Source: an optimization exercise on an open RTL-to-GDS flow (aim: small area). Production flows keep margins and buffers that such runs may drop. Where RTL was checked, it was by simulation tests only, not by an equivalence proof against the original. Power figures rest on the tool's default switching activity, not on a simulated workload. The clock port is modelled as an ideal driver; clocking choices that lean on that would not hold on a real chip.

==> flow/design.v <==
module ark_key_wmux #(
  parameter int W = 128
) (
  input  logic [W-1:0] q,
  input  logic [W-1:0] wd,
  input  logic         en,
  input  logic         en_n,
  output logic [W-1:0] d
);
  assign d = (q & {W{en_n}}) | (wd & {W{en}});
endmodule
module ark_aoi222 (
  input  logic a1, a2, b1, b2, c1, c2,
  output logic y
);
  assign y = !((a1 & a2) | (b1 & b2) | (c1 & c2));
endmodule
module ark_obit (
  input  logic [3:0] p_n,
  input  logic       din,
  input  logic       hit,
  output logic       dout
);
  assign dout = (din & hit) ^ !(&p_n);
endmodule
module ark_rbit (
  input  logic [11:0] src,
  input  logic [11:0] sel,
  input  logic        din,
  input  logic        hit,
  output logic        dout
);
  logic [3:0] p_n;
  for (genvar g = 0; g < 4; g++) begin : g_p
    ark_aoi222 u_aoi (
      .a1(src[3*g]),   .a2(sel[3*g]),
      .b1(src[3*g+1]), .b2(sel[3*g+1]),
      .c1(src[3*g+2]), .c2(sel[3*g+2]),
      .y(p_n[g])
    );
  end
  ark_obit u_o (.p_n(p_n), .din(din), .hit(hit), .dout(dout));
endmodule
module add_round_key_pipe #(
  parameter int DATA_WIDTH = 128,
  parameter int NUM_KEYS   = 11,
  parameter int KEY_IDX_W  = 4
) (
  input  logic                  clk,
  input  logic                  rst,
  input  logic                  key_wr_en,
  input  logic [KEY_IDX_W-1:0]  key_wr_idx,
  input  logic [DATA_WIDTH-1:0] key_wr_data,
  input  logic                  key_clr,
  input  logic [DATA_WIDTH-1:0] data_in,
  input  logic [KEY_IDX_W-1:0]  data_in_idx,
  input  logic                  data_in_vld,
  output logic                  data_in_rdy,
  output logic [DATA_WIDTH-1:0] block_data_out,
  output logic                  block_data_out_vld,
  input  logic                  block_data_out_rdy,
  output logic                  block_data_out_err
);
  logic [DATA_WIDTH-1:0] key_q [NUM_KEYS];
  logic [DATA_WIDTH-1:0] key_d [NUM_KEYS];
  logic [NUM_KEYS-1:0]   key_we;
  logic [NUM_KEYS-1:0]   key_vld_q;
  logic [DATA_WIDTH-1:0] out_q, out_d;
  logic                  vld_q;
  logic                  err_q;
  logic [11:0]           sel;
  logic                  hit;
  assign data_in_rdy = !vld_q || block_data_out_rdy;
  for (genvar i = 0; i < NUM_KEYS; i++) begin : g_key
    assign key_we[i] = key_wr_en && key_wr_idx == KEY_IDX_W'(i);
    ark_key_wmux #(.W(DATA_WIDTH)) u_wmux (
      .q(key_q[i]), .wd(key_wr_data), .en(key_we[i]), .en_n(!key_we[i]), .d(key_d[i])
    );
    assign sel[i] = data_in_rdy && data_in_idx == KEY_IDX_W'(i) && key_vld_q[i];
  end
  assign sel[11] = !data_in_rdy;
  assign hit = |sel[NUM_KEYS-1:0];
  for (genvar b = 0; b < DATA_WIDTH; b++) begin : g_bit
    logic [11:0] src;
    for (genvar i = 0; i < NUM_KEYS; i++) begin : g_src
      assign src[i] = key_q[i][b];
    end
    assign src[11] = out_q[b];
    ark_rbit u_rbit (.src(src), .sel(sel), .din(data_in[b]), .hit(hit), .dout(out_d[b]));
  end
  always_ff @(posedge clk) begin
    for (int i = 0; i < NUM_KEYS; i++) key_q[i] <= key_d[i];
    out_q <= out_d;
    if (data_in_rdy) err_q <= !hit;
  end
  always_ff @(posedge clk or posedge rst) begin
    if (rst) begin
      key_vld_q <= '0;
      vld_q     <= 1'b0;
    end else begin
      if (key_clr) key_vld_q <= '0;
      else key_vld_q <= key_vld_q | key_we;
      if (data_in_rdy) vld_q <= data_in_vld;
    end
  end
  assign block_data_out     = out_q;
  assign block_data_out_vld = vld_q;
  assign block_data_out_err = err_q;
endmodule
export LEC_CHECK = 0
export CAP_MARGIN = 20
export CORE_MARGIN = 2
export CORE_UTILIZATION = 65
export CTS_CLUSTER_DIAMETER = 100
export CTS_CLUSTER_SIZE = 30
export SLEW_MARGIN = 20
export SYNTH_HIERARCHICAL = 1
create_clock -name core_clock -period 4.0 [get_ports {clk}]
standard.sh (not shown) runs the stock make flow with config.mk's settings and CLKGATE_MAP_FILE= SYNTH_SCRIPT=/design/flow/synth_recipe.tcl, a recipe that flattens the netlist after the stock synthesis.
==> flow/flow/run.sh <==
#!/bin/bash
# The standard layout, with two changes: port buffers use the smallest buffer cell, and
# clock tree synthesis inserts no dummy loads. Each tool's output goes to a log of its own.
set -euo pipefail
bash standard.sh \
  BUFFER_PORTS_ARGS="-buffer_cell sky130_fd_sc_hd__buf_1" \
  CTS_ARGS="-sink_clustering_enable -repair_clock_nets -dont_use_dummy_load -sink_clustering_size 30 -sink_clustering_max_diameter 100" \
  finish > flow_make.log 2>&1
The first run produced a clean layout.
Change:
==> flow/design.v (replaced) <==
module ark_key_oai22 (
  input  logic q,
  input  logic en,
  input  logic wd,
  input  logic en_n,
  output logic d
);
  assign d = !((q | en) & (wd | en_n));
endmodule
module ark_aoi222 (
  input  logic a1, a2, b1, b2, c1, c2,
  output logic y
);
  assign y = !((a1 & a2) | (b1 & b2) | (c1 & c2));
endmodule
module ark_dsel (
  input  logic din,
  input  logic h0,
  input  logic h1,
  output logic y_n
);
  assign y_n = !(din ? h0 : h1);
endmodule
module ark_fin (
  input  logic [3:0] p_n,
  input  logic       y_n,
  output logic       dout
);
  assign dout = (&p_n) ^ y_n;
endmodule
module ark_rbit (
  input  logic [11:0] src,
  input  logic [11:0] sel,
  input  logic        din,
  input  logic        h0,
  input  logic        h1,
  output logic        dout
);
  logic [3:0] p_n;
  logic       y_n;
  for (genvar g = 0; g < 4; g++) begin : g_p
    ark_aoi222 u_aoi (
      .a1(src[3*g]),   .a2(sel[3*g]),
      .b1(src[3*g+1]), .b2(sel[3*g+1]),
      .c1(src[3*g+2]), .c2(sel[3*g+2]),
      .y(p_n[g])
    );
  end
  ark_dsel u_d (.din(din), .h0(h0), .h1(h1), .y_n(y_n));
  ark_fin  u_f (.p_n(p_n), .y_n(y_n), .dout(dout));
endmodule
module add_round_key_pipe #(
  parameter int DATA_WIDTH = 128,
  parameter int NUM_KEYS   = 11,
  parameter int KEY_IDX_W  = 4
) (
  input  logic                  clk,
  input  logic                  rst,
  input  logic                  key_wr_en,
  input  logic [KEY_IDX_W-1:0]  key_wr_idx,
  input  logic [DATA_WIDTH-1:0] key_wr_data,
  input  logic                  key_clr,
  input  logic [DATA_WIDTH-1:0] data_in,
  input  logic [KEY_IDX_W-1:0]  data_in_idx,
  input  logic                  data_in_vld,
  output logic                  data_in_rdy,
  output logic [DATA_WIDTH-1:0] block_data_out,
  output logic                  block_data_out_vld,
  input  logic                  block_data_out_rdy,
  output logic                  block_data_out_err
);
  logic [DATA_WIDTH-1:0] key_q [NUM_KEYS];    
  logic [DATA_WIDTH-1:0] key_d [NUM_KEYS];
  logic [NUM_KEYS-1:0]   ph_q;
  logic [NUM_KEYS-1:0]   key_we;
  logic [NUM_KEYS-1:0]   key_vld_q;
  logic [DATA_WIDTH-1:0] out_q, out_d;
  logic                  vld_q;
  logic                  err_q;
  logic [11:0]           sel;
  logic                  hit, h0, h1;
  assign data_in_rdy = !vld_q || block_data_out_rdy;
  for (genvar i = 0; i < NUM_KEYS; i++) begin : g_key
    assign key_we[i] = key_wr_en && key_wr_idx == KEY_IDX_W'(i);
    for (genvar b = 0; b < DATA_WIDTH; b++) begin : g_b
      ark_key_oai22 u_k (
        .q(key_q[i][b]), .en(key_we[i]), .wd(key_wr_data[b]), .en_n(!key_we[i]), .d(key_d[i][b])
      );
    end
    assign sel[i] = data_in_rdy && data_in_idx == KEY_IDX_W'(i) && key_vld_q[i];
  end
  assign sel[11] = !data_in_rdy;
  assign hit = |sel[NUM_KEYS-1:0];
  assign h1  = |(sel[NUM_KEYS-1:0] & ph_q);
  assign h0  = |(sel[NUM_KEYS-1:0] & ~ph_q);
  for (genvar b = 0; b < DATA_WIDTH; b++) begin : g_bit
    logic [11:0] src;
    for (genvar i = 0; i < NUM_KEYS; i++) begin : g_src
      assign src[i] = key_q[i][b];
    end
    assign src[11] = out_q[b];
    ark_rbit u_rbit (.src(src), .sel(sel), .din(data_in[b]), .h0(h0), .h1(h1), .dout(out_d[b]));
  end
  always_ff @(posedge clk) begin
    for (int i = 0; i < NUM_KEYS; i++) key_q[i] <= key_d[i];
    ph_q  <= key_we | ~ph_q;
    out_q <= out_d;
    if (data_in_rdy) err_q <= !hit;
  end
  always_ff @(posedge clk or posedge rst) begin
    if (rst) begin
      key_vld_q <= '0;
      vld_q     <= 1'b0;
    end else begin
      if (key_clr) key_vld_q <= '0;
      else key_vld_q <= key_vld_q | key_we;
      if (data_in_rdy) vld_q <= data_in_vld;
    end
  end
  assign block_data_out     = out_q;
  assign block_data_out_vld = vld_q;
  assign block_data_out_err = err_q;
endmodule
Result: Synthesized area is lower by 10%. Final cell count is lower by 0.76%. Register-to-register slack stays flat. Cell area is lower by 3.6%. Via count is higher by 3.5%. Routed wire length is lower by 3.5%. Utilization is higher by 5.3 points. Sequential cell count is higher by 11. Combinational power is lower by about 5%. First-iteration DRC count is higher by 4.0%. Clock power stays flat.

* * *

## job 8386
Another version of the RTL of add_round_key_pipe (not shown whole).
Size: about 1600 flip-flops, ~400 I/O pins, roughly 51000 um^2 of cells after synthesis.
==> module ark_inv, before the edit <==
module ark_inv (
  input  logic a,
  output logic y
);
  assign y = !a;
endmodule
==> module add_round_key_pipe, before the edit <==
module add_round_key_pipe #(
  parameter int DATA_WIDTH = 128,
  parameter int NUM_KEYS   = 11,
  parameter int KEY_IDX_W  = 4
) (
  input  logic                  clk,
  input  logic                  rst,
  input  logic                  key_wr_en,
  input  logic [KEY_IDX_W-1:0]  key_wr_idx,
  input  logic [DATA_WIDTH-1:0] key_wr_data,
  input  logic                  key_clr,
  input  logic [DATA_WIDTH-1:0] data_in,
  input  logic [KEY_IDX_W-1:0]  data_in_idx,
  input  logic                  data_in_vld,
  output logic                  data_in_rdy,
  output logic [DATA_WIDTH-1:0] block_data_out,
  output logic                  block_data_out_vld,
  input  logic                  block_data_out_rdy,
  output logic                  block_data_out_err
);
  logic [DATA_WIDTH-1:0] key_q [NUM_KEYS];    
  logic [DATA_WIDTH-1:0] key_d [NUM_KEYS];
  logic [NUM_KEYS-1:0]   ph_q;
  logic [NUM_KEYS-1:0]   key_we;
  logic [NUM_KEYS-1:0]   key_vld_q;
  logic [DATA_WIDTH-1:0] out_q, out_d;
  logic                  vld_q;
  logic                  err_q;
  logic [11:0]           sel;
  logic                  hit, h0, h1;
  assign data_in_rdy = !vld_q || block_data_out_rdy;
  localparam int GRP  = 32;
  localparam int NGRP = DATA_WIDTH / GRP;
  logic [NUM_KEYS-1:0] we_n;
  logic [11:0]         sel_n;
  logic                h0_n, h1_n;
  for (genvar i = 0; i < NUM_KEYS; i++) begin : g_dec
    assign key_we[i] = key_wr_en && key_wr_idx == KEY_IDX_W'(i);
    assign we_n[i]   = !key_we[i];
    assign sel[i]    = data_in_rdy && data_in_idx == KEY_IDX_W'(i) && key_vld_q[i];
  end
  assign sel[11] = !data_in_rdy;
  assign sel_n   = ~sel;
  assign hit  = |sel[NUM_KEYS-1:0];
  assign h1   = |(sel[NUM_KEYS-1:0] & ph_q);
  assign h0   = |(sel[NUM_KEYS-1:0] & ~ph_q);
  assign h0_n = !h0;
  assign h1_n = !h1;
  for (genvar g = 0; g < NGRP; g++) begin : g_grp
    logic [NUM_KEYS-1:0] en_g, en_n_g;
    logic [11:0]         sel_g;
    logic                h0_g, h1_g;
    for (genvar i = 0; i < NUM_KEYS; i++) begin : g_k
      ark_inv u_en  (.a(we_n[i]),   .y(en_g[i]));
      ark_inv u_enn (.a(key_we[i]), .y(en_n_g[i]));
    end
    for (genvar i = 0; i < 12; i++) begin : g_s
      ark_inv u_sel (.a(sel_n[i]), .y(sel_g[i]));
    end
    ark_inv u_h0 (.a(h0_n), .y(h0_g));
    ark_inv u_h1 (.a(h1_n), .y(h1_g));
    for (genvar bb = 0; bb < GRP; bb++) begin : g_bit
      localparam int b = g * GRP + bb;
      logic [11:0] src;
      for (genvar i = 0; i < NUM_KEYS; i++) begin : g_key
        ark_key_oai22 u_k (
          .q(key_q[i][b]), .en(en_g[i]), .wd(key_wr_data[b]), .en_n(en_n_g[i]), .d(key_d[i][b])
        );
        assign src[i] = key_q[i][b];
      end
      assign src[11] = out_q[b];
      ark_rbit u_rbit (.src(src), .sel(sel_g), .din(data_in[b]), .h0(h0_g), .h1(h1_g), .dout(out_d[b]));
    end
  end
  always_ff @(posedge clk) begin
    for (int i = 0; i < NUM_KEYS; i++) key_q[i] <= key_d[i];
    ph_q  <= key_we | ~ph_q;
    out_q <= out_d;
    if (data_in_rdy) err_q <= !hit;
  end
  always_ff @(posedge clk or posedge rst) begin
    if (rst) begin
      key_vld_q <= '0;
      vld_q     <= 1'b0;
    end else begin
      if (key_clr) key_vld_q <= '0;
      else key_vld_q <= key_vld_q | key_we;
      if (data_in_rdy) vld_q <= data_in_vld;
    end
  end
  assign block_data_out     = out_q;
  assign block_data_out_vld = vld_q;
  assign block_data_out_err = err_q;
endmodule
==> flow/config.mk <==
export PLATFORM = sky130hd
export DESIGN_NAME = add_round_key_pipe
export DESIGN_NICKNAME = add_round_key_pipe
export VERILOG_FILES = /design/flow/design.v
export SDC_FILE = /design/flow/constraint.sdc
export NUM_CORES = 4
export LEC_CHECK = 0
export CAP_MARGIN = 20
export CORE_MARGIN = 2
export CORE_UTILIZATION = 65
export SLEW_MARGIN = 20
export SYNTH_HIERARCHICAL = 1
==> flow/constraint.sdc <==
create_clock -name core_clock -period 4.0 [get_ports {clk}]
set_input_delay 0.8000 -clock core_clock [delete_from_list [all_inputs] [get_ports {clk}]]
set_output_delay 0.8000 -clock core_clock [all_outputs]
set_load 0.01 [all_outputs]
==> flow/flow/run.sh <==
#!/bin/bash
# The standard layout, with two changes: port buffers use the smallest buffer cell, and
# clock tree synthesis inserts no dummy loads. Each tool's output goes to a log of its own.
set -euo pipefail
bash standard.sh \
  BUFFER_PORTS_ARGS="-buffer_cell sky130_fd_sc_hd__buf_1" \
  CTS_ARGS="-sink_clustering_enable -repair_clock_nets -dont_use_dummy_load -sink_clustering_size 25 -sink_clustering_max_diameter 80" \
  finish > flow_make.log 2>&1
Job 8386 finished all stages; the layout is clean.
Inputs modified between job 8386 and job 8657:
==> flow/design.v, changed modules only <==
module add_round_key_pipe #(
  parameter int DATA_WIDTH = 128,
  parameter int NUM_KEYS   = 11,
  parameter int KEY_IDX_W  = 4
) (
  input  logic                  clk,
  input  logic                  rst,
  input  logic                  key_wr_en,
  input  logic [KEY_IDX_W-1:0]  key_wr_idx,
  input  logic [DATA_WIDTH-1:0] key_wr_data,
  input  logic                  key_clr,
  input  logic [DATA_WIDTH-1:0] data_in,
  input  logic [KEY_IDX_W-1:0]  data_in_idx,
  input  logic                  data_in_vld,
  output logic                  data_in_rdy,
  output logic [DATA_WIDTH-1:0] block_data_out,
  output logic                  block_data_out_vld,
  input  logic                  block_data_out_rdy,
  output logic                  block_data_out_err
);
  logic [DATA_WIDTH-1:0] key_q [NUM_KEYS];    
  logic [DATA_WIDTH-1:0] key_d [NUM_KEYS];
  logic [NUM_KEYS-1:0]   ph_q;
  logic [NUM_KEYS-1:0]   key_we;
  logic [NUM_KEYS-1:0]   key_vld_q;
  logic [DATA_WIDTH-1:0] out_q, out_d;
  logic                  vld_q;
  logic                  err_q;
  logic [11:0]           sel;
  logic                  hit, h0, h1;
  assign data_in_rdy = !vld_q || block_data_out_rdy;
  for (genvar i = 0; i < NUM_KEYS; i++) begin : g_key
    assign key_we[i] = key_wr_en && key_wr_idx == KEY_IDX_W'(i);
    for (genvar b = 0; b < DATA_WIDTH; b++) begin : g_b
      ark_key_oai22 u_k (
        .q(key_q[i][b]), .en(key_we[i]), .wd(key_wr_data[b]), .en_n(!key_we[i]), .d(key_d[i][b])
      );
    end
    assign sel[i] = data_in_rdy && data_in_idx == KEY_IDX_W'(i) && key_vld_q[i];
  end
  assign sel[11] = !data_in_rdy;
  assign hit = |sel[NUM_KEYS-1:0];
  assign h1  = |(sel[NUM_KEYS-1:0] & ph_q);
  assign h0  = |(sel[NUM_KEYS-1:0] & ~ph_q);
  for (genvar b = 0; b < DATA_WIDTH; b++) begin : g_bit
    logic [11:0] src;
    for (genvar i = 0; i < NUM_KEYS; i++) begin : g_src
      assign src[i] = key_q[i][b];
    end
    assign src[11] = out_q[b];
    ark_rbit u_rbit (.src(src), .sel(sel), .din(data_in[b]), .h0(h0), .h1(h1), .dout(out_d[b]));
  end
  always_ff @(posedge clk) begin
    for (int i = 0; i < NUM_KEYS; i++) key_q[i] <= key_d[i];
    ph_q  <= key_we | ~ph_q;
    out_q <= out_d;
    if (data_in_rdy) err_q <= !hit;
  end
  always_ff @(posedge clk or posedge rst) begin
    if (rst) begin
      key_vld_q <= '0;
      vld_q     <= 1'b0;
    end else begin
      if (key_clr) key_vld_q <= '0;
      else key_vld_q <= key_vld_q | key_we;
      if (data_in_rdy) vld_q <= data_in_vld;
    end
  end
  assign block_data_out     = out_q;
  assign block_data_out_vld = vld_q;
  assign block_data_out_err = err_q;
endmodule
// module ark_inv removed
Results
- STATUS wire length: job 8657 wins against job 8386
- When job 8657 is set beside job 8386, its combinational share of power turns out to be 0.7 points larger.
- Of job 8657 and job 8386, job 8657 shows the lower number of buffer and inverter stages on the critical path, with job 8386 above it.
- When job 8657 is set beside job 8386, its average instance area after synthesis turns out to be 2.3% larger.
- Job 8657 against job 8386; cell count after synthesis is down by a few percent.
- Die area | job 8657 < job 8386
For job 8386, only the layout was checked, not whether the RTL still works.

-- re-timing with driven ports --
Ports are ideal in the flow. The routed layouts listed here were re-timed in OpenROAD.
Step 1, drivers: a clkbuf_16 drives clk and a buf_2 each remaining input, both assumed.
Step 2 moves the port delays by t, midway between the first and last clock arrival at a register: inputs arrive t later, outputs are due t later. That takes back most of the time a late clock gives input paths.
Three values: ideal, step 1, step 2; two values: the first two.
run | t, ns | setup WS [ns] | clock arrival spread, ns | slew at the worst register clock pin (ns)
the first run of note 1 | 0.752 | 1.167 / 1.093 / 0.594 | 0.037 / 0.036 | 0.11 / 0.11
the second run of note 1 | 0.755 | 1.124 / 1.049 / 0.563 | 0.036 / 0.036 | 0.12 / 0.12
job 8386 | 0.718 | 0.933 / 0.933 / 0.362 | 0.070 / 0.070 | 0.10 / 0.10
job 8657 | 0.715 | 1.206 / 1.132 / 0.588 | 0.042 / 0.042 | 0.10 / 0.10
After both steps setup and hold are still met in every run listed. The setup slack of job 8657, which loses most, moves by -0.074 ns with the drivers and by -0.618 ns with both steps.
